From an optimization exercise on the open Yosys and OpenROAD flow, aimed at small area, a short achievable clock period and few clock cycles; shortcuts taken in it are not production practice. Where RTL was checked, it was by simulation tests only, not by an equivalence proof against the original.

==> v1 <==
Design mac_array, start of the top module:
module mac_array (
  input  logic        clk,
  input  logic        arst_n_in,
  input  logic        in_valid,
  output logic        in_ready,
  input  logic [63:0] a_in,
  input  logic [63:0] b_in,
  input  logic        in_last,
  input  logic        round_in,
  input  logic        sat_in,
  output logic        out_valid,
  input  logic        out_ready,
  output logic [63:0] out,
  output logic [3:0]  out_ovf
);
==> module mac_array, before the edit <==
module mac_array (
  input  logic        clk,
  input  logic        arst_n_in,
  input  logic        in_valid,
  output logic        in_ready,
  input  logic [63:0] a_in,
  input  logic [63:0] b_in,
  input  logic        in_last,
  input  logic        round_in,
  input  logic        sat_in,
  output logic        out_valid,
  input  logic        out_ready,
  output logic [63:0] out,
  output logic [3:0]  out_ovf
);
  localparam int unsigned RW = 68;   
  logic          busy_q, take, pop, o_free;
  logic          v0_q, l0_q, v1_q, l1_q, l2_q, done_q;
  logic          r0_q, s0_q, r1_q, s1_q, r2_q, s2_q, r3_q, s3_q;
  logic [1:0]    cnt_q, cnt_d;
  logic [RW-1:0] res, o_q;
  logic          ov_q;
  logic [RW-1:0] sk_q [2];
  logic [1:0]    sc_q;
  logic          rp_q, wp_q;
  assign take     = in_valid & ~busy_q;
  assign in_ready = ~busy_q;
  assign pop      = ov_q & out_ready;
  assign o_free   = ~ov_q | out_ready;
  assign cnt_d = cnt_q + {1'b0, take & in_last} - {1'b0, pop};
  always_ff @(posedge clk or negedge arst_n_in) begin
    if (!arst_n_in) begin
      busy_q  <= 1'b0;
      cnt_q   <= 2'd0;
      v0_q    <= 1'b0;
      l0_q    <= 1'b0;
      v1_q    <= 1'b0;
      l1_q    <= 1'b0;
      l2_q    <= 1'b0;
      done_q  <= 1'b0;
    end else begin
      busy_q  <= (cnt_d == 2'd3);
      cnt_q   <= cnt_d;
      v0_q    <= take;
      l0_q    <= take & in_last;
      v1_q    <= v0_q;
      l1_q    <= l0_q;
      l2_q    <= l1_q;
      done_q  <= l2_q;
    end
  end
  always_ff @(posedge clk) begin
    r0_q <= round_in;
    s0_q <= sat_in;
    r1_q <= r0_q;
    s1_q <= s0_q;
    r2_q <= r1_q;
    s2_q <= s1_q;
    r3_q <= r2_q;
    s3_q <= s2_q;
  end
  for (genvar gi = 0; gi < 4; gi++) begin : g_lane
    mac_lane u_lane (
      .clk_i  (clk),
      .take_i (take),
      .a_i    (a_in[gi*16 +: 16]),
      .b_i    (b_in[gi*16 +: 16]),
      .rst_ni (arst_n_in),
      .v1_i   (v1_q),
      .l1_i   (l1_q),
      .rnd_i  (r2_q),
      .rnd_f_i(r3_q),
      .sat_f_i(s3_q),
      .res_o  (res[gi*16 +: 16]),
      .ovf_o  (res[64 + gi])
    );
  end
  always_ff @(posedge clk) begin
    if (done_q) sk_q[wp_q] <= res;
    if (o_free) o_q <= (sc_q != 2'd0) ? sk_q[rp_q] : res;
  end
  always_ff @(posedge clk or negedge arst_n_in) begin
    if (!arst_n_in) begin
      ov_q <= 1'b0;
      sc_q <= 2'd0;
      rp_q <= 1'b0;
      wp_q <= 1'b0;
    end else begin
      if (o_free) ov_q <= (sc_q != 2'd0) | done_q;
      if (o_free && sc_q != 2'd0) rp_q <= ~rp_q;
      if (done_q && !(o_free && sc_q == 2'd0)) wp_q <= ~wp_q;
      sc_q <= sc_q + {1'b0, done_q && !(o_free && sc_q == 2'd0)}
                   - {1'b0, o_free && sc_q != 2'd0};
    end
  end
  assign out_valid = ov_q;
  assign out       = o_q[63:0];
  assign out_ovf   = o_q[67:64];
endmodule
==> flow/config.mk <==
export PLATFORM = sky130hd
export DESIGN_NAME = mac_array
export DESIGN_NICKNAME = mac_array
export VERILOG_FILES = /design/flow/design.v
export SDC_FILE = /design/flow/constraint.sdc
export NUM_CORES = 4
export LEC_CHECK = 0
export ABC_AREA = 1
export CAP_MARGIN = 20
export CORE_MARGIN = 2
export CORE_UTILIZATION = 40
export SETUP_SLACK_MARGIN = 3.3
export SLEW_MARGIN = 20
==> flow/constraint.sdc <==
create_clock -name core_clock -period 7.0 [get_ports {clk}]
set_input_delay 1.4000 -clock core_clock [delete_from_list [all_inputs] [get_ports {clk}]]
set_output_delay 1.4000 -clock core_clock [all_outputs]
set_load 0.01 [all_outputs]
run.sh (not shown) runs the stock make flow with config.mk's settings and CLKGATE_MAP_FILE= SYNTH_SCRIPT=/design/flow/synth_recipe.tcl, a recipe that flattens the netlist after the stock synthesis.
==> v24: changes against v1 <==
--- a/flow/design.v
+++ b/flow/design.v
@@ -1459,7 +1459,16 @@
   assign in_ready = ~busy_q;
   assign pop      = ov_q & out_ready;
   assign o_free   = ~ov_q | out_ready;
-  assign cnt_d = cnt_q + {1'b0, take & in_last} - {1'b0, pop};
+  logic inc, dec;
+  assign inc = take & in_last;
+  assign dec = pop;
+  always_comb begin
+    case ({inc, dec})
+      2'b10:   cnt_d = cnt_q + 2'd1;
+      2'b01:   cnt_d = cnt_q - 2'd1;
+      default: cnt_d = cnt_q;
+    endcase
+  end
   always_ff @(posedge clk or negedge arst_n_in) begin
     if (!arst_n_in) begin
       busy_q  <= 1'b0;
@@ -1471,7 +1480,7 @@
       l2_q    <= 1'b0;
       done_q  <= 1'b0;
     end else begin
-      busy_q  <= (cnt_d == 2'd3);
+      busy_q  <= ~dec & (busy_q | ((cnt_q == 2'd2) & in_valid & in_last));
       cnt_q   <= cnt_d;
       v0_q    <= take;
       l0_q    <= take & in_last;
==> flow/flow/run.sh (new file) <==
#!/bin/bash
# Standard layout flow, with the port buffers made from a regular buffer
# cell (the default pick is a delay cell). All tool output is in
# orfs/logs/ (per step) and in standard.log here.
set -euo pipefail
export BUFFER_PORTS_ARGS="-buffer_cell sky130_fd_sc_hd__buf_4"
bash standard.sh > standard.log 2>&1
==> flow/standard.sh (new file) <==
#!/bin/bash
# synth_recipe.tcl (not shown) runs the flow's synth.tcl, then flattens the netlist and writes it again
# the make line also repeats each setting of config.mk as NAME=value (left out here)
make -C /OpenROAD-flow-scripts/flow DESIGN_CONFIG=/design/flow/config.mk WORK_HOME=/design/flow/orfs CLKGATE_MAP_FILE= SYNTH_SCRIPT=/design/flow/synth_recipe.tcl "${@:-finish}"
Settings changed: CTS_CLUSTER_DIAMETER from default to 120, CTS_CLUSTER_SIZE from default to 22, SETUP_SLACK_MARGIN 3.3 to 4.05.
removed: flow/run.sh
==> comparison <==
- v1 ran to the end with no violations. v24 completed without violations.
- Sequential share of layout area: v24 is higher than v1 (0.57 points).
- Between v1 and v24, the lower via count is in v1 (gap about 2.2%, measured against v24).
- Flip-flop and latch count is the same in v1 and v24.
- Of v1 and v24, v24 has the higher register-to-register slack (gap 0.41 ns).
Testbench counts of v1, summed over its fixed seeds: cycles 20,723.
Testbench counts of v24, summed over its fixed seeds: cycles 20,723.

==> run a: inputs <==
mac_array, a different RTL version from the one above (not shown whole).
==> module mac_lane, before the edit <==
module mac_lane #(
  parameter int unsigned NV = 85
) (
  input  logic        clk_i,
  input  logic        rst_ni,
  input  logic        take_i,     
  input  logic [15:0] a_i,
  input  logic [15:0] b_i,
  input  logic        v1_i,       
  input  logic        l1_i,       
  input  logic        rnd_i,      
  input  logic        sat_i,
  output logic [15:0] res_o,      
  output logic        ovf_o
);
  logic [15:0]   a_q;
  logic [7:0]    one_d, two_d, neg_d, one_q, two_q, neg_q;
  logic [NV-1:0] pv, pv_q;
  logic [47:0]   rs, rc;
  always_comb begin
    for (int i = 0; i < 8; i++) begin
      {neg_d[i], two_d[i], one_d[i]} =
        mac_pkg::booth_enc(b_i[2*i+1], b_i[2*i], (i == 0) ? 1'b0 : b_i[2*i-1]);
    end
  end
  always_ff @(posedge clk_i) begin
    a_q   <= take_i ? a_i : 16'h0;
    one_q <= one_d;
    two_q <= two_d;
    neg_q <= neg_d;
  end
  mac_pp_tree u_pp (.a(a_q), .one(one_q), .two(two_q), .neg(neg_q), .v(pv));
  always_ff @(posedge clk_i) begin
    pv_q <= pv;
  end
  logic [47:0] acc_q, acc_g, acc_n, pend, t;
  logic [5:1]  cc_q, cc_g;
  logic [5:0]  co;
  logic        part_q;
  always_ff @(posedge clk_i or negedge rst_ni) begin
    if (!rst_ni) begin
      part_q <= 1'b0;
    end else if (v1_i) begin
      part_q <= ~l1_i;
    end
  end
  assign acc_g = part_q ? acc_q : 48'h0;
  assign cc_g  = part_q ? cc_q : 5'h0;
  mac_acc_tree u_acc (.v(pv_q), .acc(acc_g), .s(rs), .c(rc));
  for (genvar gj = 0; gj < 6; gj++) begin : g_blk
    mac_add8c u_blk (
      .a (rs[8*gj +: 8]),
      .b (rc[8*gj +: 8]),
      .ci((gj == 0) ? 1'b0 : cc_g[gj]),
      .co(co[gj]),
      .y (acc_n[8*gj +: 8])
    );
  end
  always_ff @(posedge clk_i) begin
    acc_q <= acc_n;
    cc_q  <= co[4:0];
  end
  always_comb begin
    pend = 48'h0;
    for (int j = 1; j < 6; j++) pend[8*j] = cc_q[j];
    pend[15] = rnd_i;
  end
  mac_add48 u_fin (.a(acc_q), .b(pend), .y(t));
  logic wrap, sgn;
  always_comb begin
    wrap  = rnd_i & t[47] & ~|t[46:15];
    sgn   = t[47] & ~wrap;
    ovf_o = ~(&t[47:31] | ~|t[47:31]);
    res_o = (sat_i & ovf_o) ? (sgn ? 16'h8000 : 16'h7fff) : t[31:16];
  end
endmodule
==> module mac_add8c, before the edit <==
module mac_add8c (
  input  logic [7:0] a,
  input  logic [7:0] b,
  input  logic        ci,
  output logic        co,
  output logic [7:0] y
);
  logic [7:0] g, p, cy;
  assign g = {a[7:1] & b[7:1], (a[0] & b[0]) | ((a[0] ^ b[0]) & ci)};
  assign p = a ^ b;
  logic gg1, pp1;
  logic gg2, pp2;
  logic gg3, pp3;
  logic gg4, pp4;
  logic gg5, pp5;
  logic gg6, pp6;
  logic gg7, pp7;
  logic gg8, pp8;
  logic gg9, pp9;
  logic gg10, pp10;
  logic gg11, pp11;
  logic gg12, pp12;
  assign gg1 = g[1] | (p[1] & g[0]);
  assign pp1 = 1'b0;
  assign gg2 = g[3] | (p[3] & g[2]);
  assign pp2 = p[3] & p[2];
  assign gg3 = g[5] | (p[5] & g[4]);
  assign pp3 = p[5] & p[4];
  assign gg4 = g[7] | (p[7] & g[6]);
  assign pp4 = p[7] & p[6];
  assign gg5 = g[2] | (p[2] & gg1);
  assign pp5 = 1'b0;
  assign gg6 = gg2 | (pp2 & gg1);
  assign pp6 = 1'b0;
  assign gg7 = g[6] | (p[6] & gg3);
  assign pp7 = p[6] & pp3;
  assign gg8 = gg4 | (pp4 & gg3);
  assign pp8 = pp4 & pp3;
  assign gg9 = g[4] | (p[4] & gg6);
  assign pp9 = 1'b0;
  assign gg10 = gg3 | (pp3 & gg6);
  assign pp10 = 1'b0;
  assign gg11 = gg7 | (pp7 & gg6);
  assign pp11 = 1'b0;
  assign gg12 = gg8 | (pp8 & gg6);
  assign pp12 = 1'b0;
  assign cy[0] = ci;
  assign cy[1] = g[0];
  assign cy[2] = gg1;
  assign cy[3] = gg5;
  assign cy[4] = gg6;
  assign cy[5] = gg9;
  assign cy[6] = gg10;
  assign cy[7] = gg11;
  assign y = p ^ cy;
  assign co = gg12;
endmodule
export LEC_CHECK = 0
export ABC_AREA = 1
export CAP_MARGIN = 20
export CORE_MARGIN = 2
export CORE_UTILIZATION = 40
export SETUP_SLACK_MARGIN = 4.3
export SLEW_MARGIN = 20
create_clock -name core_clock -period 7.0 [get_ports {clk}]
Stock flow here: none of the scripts above is used.
==> run b (differences from run a) <==
--- a/flow/design.v
+++ b/flow/design.v
@@ -26,3 +26,5 @@
   logic [NV-1:0] pv, pv_q;
-  logic [47:0]   rs, rc;
+  logic [47:0]   acc_q, rs, rc;
+  logic [47:15]  fin_q;
+  logic          first_q;
   always_comb begin
@@ -43,41 +45,28 @@
   end
-  logic [47:0] acc_q, acc_g, acc_n, pend, t;
-  logic [5:1]  cc_q, cc_g;
-  logic [5:0]  co;
-  logic        part_q;
+  logic        clr;
+  logic [47:0] acc_n;
   always_ff @(posedge clk_i or negedge rst_ni) begin
     if (!rst_ni) begin
-      part_q <= 1'b0;
+      first_q <= 1'b1;
     end else if (v1_i) begin
-      part_q <= ~l1_i;
+      first_q <= l1_i;
     end
   end
-  assign acc_g = part_q ? acc_q : 48'h0;
-  assign cc_g  = part_q ? cc_q : 5'h0;
-  mac_acc_tree u_acc (.v(pv_q), .acc(acc_g), .s(rs), .c(rc));
-  for (genvar gj = 0; gj < 6; gj++) begin : g_blk
-    mac_add8c u_blk (
-      .a (rs[8*gj +: 8]),
-      .b (rc[8*gj +: 8]),
-      .ci((gj == 0) ? 1'b0 : cc_g[gj]),
-      .co(co[gj]),
-      .y (acc_n[8*gj +: 8])
-    );
-  end
+  assign clr = v1_i ? l1_i : first_q;
+  mac_acc_tree u_acc (.v(pv_q), .acc(acc_q), .s(rs), .c(rc));
+  mac_add48 u_add (.a(rs), .b(rc), .y(acc_n));
   always_ff @(posedge clk_i) begin
-    acc_q <= acc_n;
-    cc_q  <= co[4:0];
-  end
-  always_comb begin
-    pend = 48'h0;
-    for (int j = 1; j < 6; j++) pend[8*j] = cc_q[j];
-    pend[15] = rnd_i;
+    acc_q <= clr ? 48'h0 : acc_n;
+    fin_q <= acc_n[47:15];
   end
-  mac_add48 u_fin (.a(acc_q), .b(pend), .y(t));
-  logic wrap, sgn;
+  logic        c16, c31, all1, all0;
+  logic [15:0] lo;
   always_comb begin
-    wrap  = rnd_i & t[47] & ~|t[46:15];
-    sgn   = t[47] & ~wrap;
-    ovf_o = ~(&t[47:31] | ~|t[47:31]);
-    res_o = (sat_i & ovf_o) ? (sgn ? 16'h8000 : 16'h7fff) : t[31:16];
+    c16   = rnd_i & fin_q[15];
+    c31   = c16 & (&fin_q[30:16]);
+    all1  = &fin_q[47:31];
+    all0  = ~|fin_q[47:31];
+    lo    = fin_q[31:16] + {15'h0, c16};
+    ovf_o = c31 ? ~(&fin_q[47:32]) : ~(all1 | all0);
+    res_o = (sat_i & ovf_o) ? (fin_q[47] ? 16'h8000 : 16'h7fff) : lo;
   end
@@ -904,59 +893,2 @@
 endmodule
-module mac_add8c (
-  input  logic [7:0] a,
-  input  logic [7:0] b,
-  input  logic        ci,
-  output logic        co,
-  output logic [7:0] y
-);
-  logic [7:0] g, p, cy;
-  assign g = {a[7:1] & b[7:1], (a[0] & b[0]) | ((a[0] ^ b[0]) & ci)};
-  assign p = a ^ b;
-  logic gg1, pp1;
-  logic gg2, pp2;
-  logic gg3, pp3;
-  logic gg4, pp4;
-  logic gg5, pp5;
-  logic gg6, pp6;
-  logic gg7, pp7;
-  logic gg8, pp8;
-  logic gg9, pp9;
-  logic gg10, pp10;
-  logic gg11, pp11;
-  logic gg12, pp12;
-  assign gg1 = g[1] | (p[1] & g[0]);
-  assign pp1 = 1'b0;
-  assign gg2 = g[3] | (p[3] & g[2]);
-  assign pp2 = p[3] & p[2];
-  assign gg3 = g[5] | (p[5] & g[4]);
-  assign pp3 = p[5] & p[4];
-  assign gg4 = g[7] | (p[7] & g[6]);
-  assign pp4 = p[7] & p[6];
-  assign gg5 = g[2] | (p[2] & gg1);
-  assign pp5 = 1'b0;
-  assign gg6 = gg2 | (pp2 & gg1);
-  assign pp6 = 1'b0;
-  assign gg7 = g[6] | (p[6] & gg3);
-  assign pp7 = p[6] & pp3;
-  assign gg8 = gg4 | (pp4 & gg3);
-  assign pp8 = pp4 & pp3;
-  assign gg9 = g[4] | (p[4] & gg6);
-  assign pp9 = 1'b0;
-  assign gg10 = gg3 | (pp3 & gg6);
-  assign pp10 = 1'b0;
-  assign gg11 = gg7 | (pp7 & gg6);
-  assign pp11 = 1'b0;
-  assign gg12 = gg8 | (pp8 & gg6);
-  assign pp12 = 1'b0;
-  assign cy[0] = ci;
-  assign cy[1] = g[0];
-  assign cy[2] = gg1;
-  assign cy[3] = gg5;
-  assign cy[4] = gg6;
-  assign cy[5] = gg9;
-  assign cy[6] = gg10;
-  assign cy[7] = gg11;
-  assign y = p ^ cy;
-  assign co = gg12;
-endmodule
 module mac_add48 (
Settings changed: CTS_CLUSTER_DIAMETER from default to 150, CTS_CLUSTER_SIZE from default to 30, SETUP_SLACK_MARGIN 4.3 to 4.2.
==> run c (differences from run a) <==
--- a/flow/design.v
+++ b/flow/design.v
@@ -26,3 +26,5 @@
   logic [NV-1:0] pv, pv_q;
-  logic [47:0]   rs, rc;
+  logic [47:0]   acc_q, rs, rc;
+  logic [47:15]  fin_q;
+  logic          first_q;
   always_comb begin
@@ -43,41 +45,28 @@
   end
-  logic [47:0] acc_q, acc_g, acc_n, pend, t;
-  logic [5:1]  cc_q, cc_g;
-  logic [5:0]  co;
-  logic        part_q;
+  logic        clr;
+  logic [47:0] acc_n;
   always_ff @(posedge clk_i or negedge rst_ni) begin
     if (!rst_ni) begin
-      part_q <= 1'b0;
+      first_q <= 1'b1;
     end else if (v1_i) begin
-      part_q <= ~l1_i;
+      first_q <= l1_i;
     end
   end
-  assign acc_g = part_q ? acc_q : 48'h0;
-  assign cc_g  = part_q ? cc_q : 5'h0;
-  mac_acc_tree u_acc (.v(pv_q), .acc(acc_g), .s(rs), .c(rc));
-  for (genvar gj = 0; gj < 6; gj++) begin : g_blk
-    mac_add8c u_blk (
-      .a (rs[8*gj +: 8]),
-      .b (rc[8*gj +: 8]),
-      .ci((gj == 0) ? 1'b0 : cc_g[gj]),
-      .co(co[gj]),
-      .y (acc_n[8*gj +: 8])
-    );
-  end
+  assign clr = v1_i ? l1_i : first_q;
+  mac_acc_tree u_acc (.v(pv_q), .acc(acc_q), .s(rs), .c(rc));
+  mac_add48 u_add (.a(rs), .b(rc), .y(acc_n));
   always_ff @(posedge clk_i) begin
-    acc_q <= acc_n;
-    cc_q  <= co[4:0];
-  end
-  always_comb begin
-    pend = 48'h0;
-    for (int j = 1; j < 6; j++) pend[8*j] = cc_q[j];
-    pend[15] = rnd_i;
+    acc_q <= clr ? 48'h0 : acc_n;
+    fin_q <= acc_n[47:15];
   end
-  mac_add48 u_fin (.a(acc_q), .b(pend), .y(t));
-  logic wrap, sgn;
+  logic        c16, c31, all1, all0;
+  logic [15:0] lo;
   always_comb begin
-    wrap  = rnd_i & t[47] & ~|t[46:15];
-    sgn   = t[47] & ~wrap;
-    ovf_o = ~(&t[47:31] | ~|t[47:31]);
-    res_o = (sat_i & ovf_o) ? (sgn ? 16'h8000 : 16'h7fff) : t[31:16];
+    c16   = rnd_i & fin_q[15];
+    c31   = c16 & (&fin_q[30:16]);
+    all1  = &fin_q[47:31];
+    all0  = ~|fin_q[47:31];
+    lo    = fin_q[31:16] + {15'h0, c16};
+    ovf_o = c31 ? ~(&fin_q[47:32]) : ~(all1 | all0);
+    res_o = (sat_i & ovf_o) ? (fin_q[47] ? 16'h8000 : 16'h7fff) : lo;
   end
@@ -904,59 +893,2 @@
 endmodule
-module mac_add8c (
-  input  logic [7:0] a,
-  input  logic [7:0] b,
-  input  logic        ci,
-  output logic        co,
-  output logic [7:0] y
-);
-  logic [7:0] g, p, cy;
-  assign g = {a[7:1] & b[7:1], (a[0] & b[0]) | ((a[0] ^ b[0]) & ci)};
-  assign p = a ^ b;
-  logic gg1, pp1;
-  logic gg2, pp2;
-  logic gg3, pp3;
-  logic gg4, pp4;
-  logic gg5, pp5;
-  logic gg6, pp6;
-  logic gg7, pp7;
-  logic gg8, pp8;
-  logic gg9, pp9;
-  logic gg10, pp10;
-  logic gg11, pp11;
-  logic gg12, pp12;
-  assign gg1 = g[1] | (p[1] & g[0]);
-  assign pp1 = 1'b0;
-  assign gg2 = g[3] | (p[3] & g[2]);
-  assign pp2 = p[3] & p[2];
-  assign gg3 = g[5] | (p[5] & g[4]);
-  assign pp3 = p[5] & p[4];
-  assign gg4 = g[7] | (p[7] & g[6]);
-  assign pp4 = p[7] & p[6];
-  assign gg5 = g[2] | (p[2] & gg1);
-  assign pp5 = 1'b0;
-  assign gg6 = gg2 | (pp2 & gg1);
-  assign pp6 = 1'b0;
-  assign gg7 = g[6] | (p[6] & gg3);
-  assign pp7 = p[6] & pp3;
-  assign gg8 = gg4 | (pp4 & gg3);
-  assign pp8 = pp4 & pp3;
-  assign gg9 = g[4] | (p[4] & gg6);
-  assign pp9 = 1'b0;
-  assign gg10 = gg3 | (pp3 & gg6);
-  assign pp10 = 1'b0;
-  assign gg11 = gg7 | (pp7 & gg6);
-  assign pp11 = 1'b0;
-  assign gg12 = gg8 | (pp8 & gg6);
-  assign pp12 = 1'b0;
-  assign cy[0] = ci;
-  assign cy[1] = g[0];
-  assign cy[2] = gg1;
-  assign cy[3] = gg5;
-  assign cy[4] = gg6;
-  assign cy[5] = gg9;
-  assign cy[6] = gg10;
-  assign cy[7] = gg11;
-  assign y = p ^ cy;
-  assign co = gg12;
-endmodule
 module mac_add48 (
Settings changed: SETUP_SLACK_MARGIN 4.3 to 4.2.
==> summary of the runs <==
- Against run a, the first-iteration DRC count of run b is smaller by 2.9%.
- The highest clock skew belongs to run c, the lowest to run b.
- Against run a, the synthesized area of run c is higher by 6.2%.
- Sequential cell count: run a is lower than run c (115).
- Utilization: run c is higher than run a (0.22 points).
No functional check of the RTL was part of any run of this note.

re-timing with driven ports:
The flow's constraints put no driver on any port. The routed layouts listed below were extracted and timed again, unchanged, in two steps. Step 1, drivers: a clkbuf_16 drives clk and a buf_2 each remaining input, both assumed. Step 2, shift: input delay + t, output delay - t, t = (earliest + latest rising clock arrival at the registers) / 2. This alone moves slack from input paths to output paths. Slacks: no drivers / after step 1 / after step 2; pairs: no drivers / after step 1.
run | t (ns) | setup slack, ns | hold WS [ns] | worst register clock-pin slew, ns
v1 | 0.804 | 3.676 / 3.644 / 3.633 | 0.327 / 0.327 / 0.327 | 0.07 / 0.07
v24 | 0.751 | 4.091 / 4.048 / 4.091 | 0.339 / 0.339 / 0.339 | 0.10 / 0.10
run a | 0.780 | 3.498 / 3.498 / 3.498 | 0.327 / 0.327 / 0.327 | 0.07 / 0.07
run b | 0.742 | 3.582 / 3.582 / 3.582 | 0.339 / 0.339 / 0.339 | 0.12 / 0.12
run c | 0.807 | 3.566 / 3.566 / 3.503 | 0.335 / 0.335 / 0.335 | 0.07 / 0.07
After both steps setup and hold are still met in every run listed. The setup slack of run c, which loses most, moves by 0.000 ns with the drivers and by -0.063 ns with both steps.
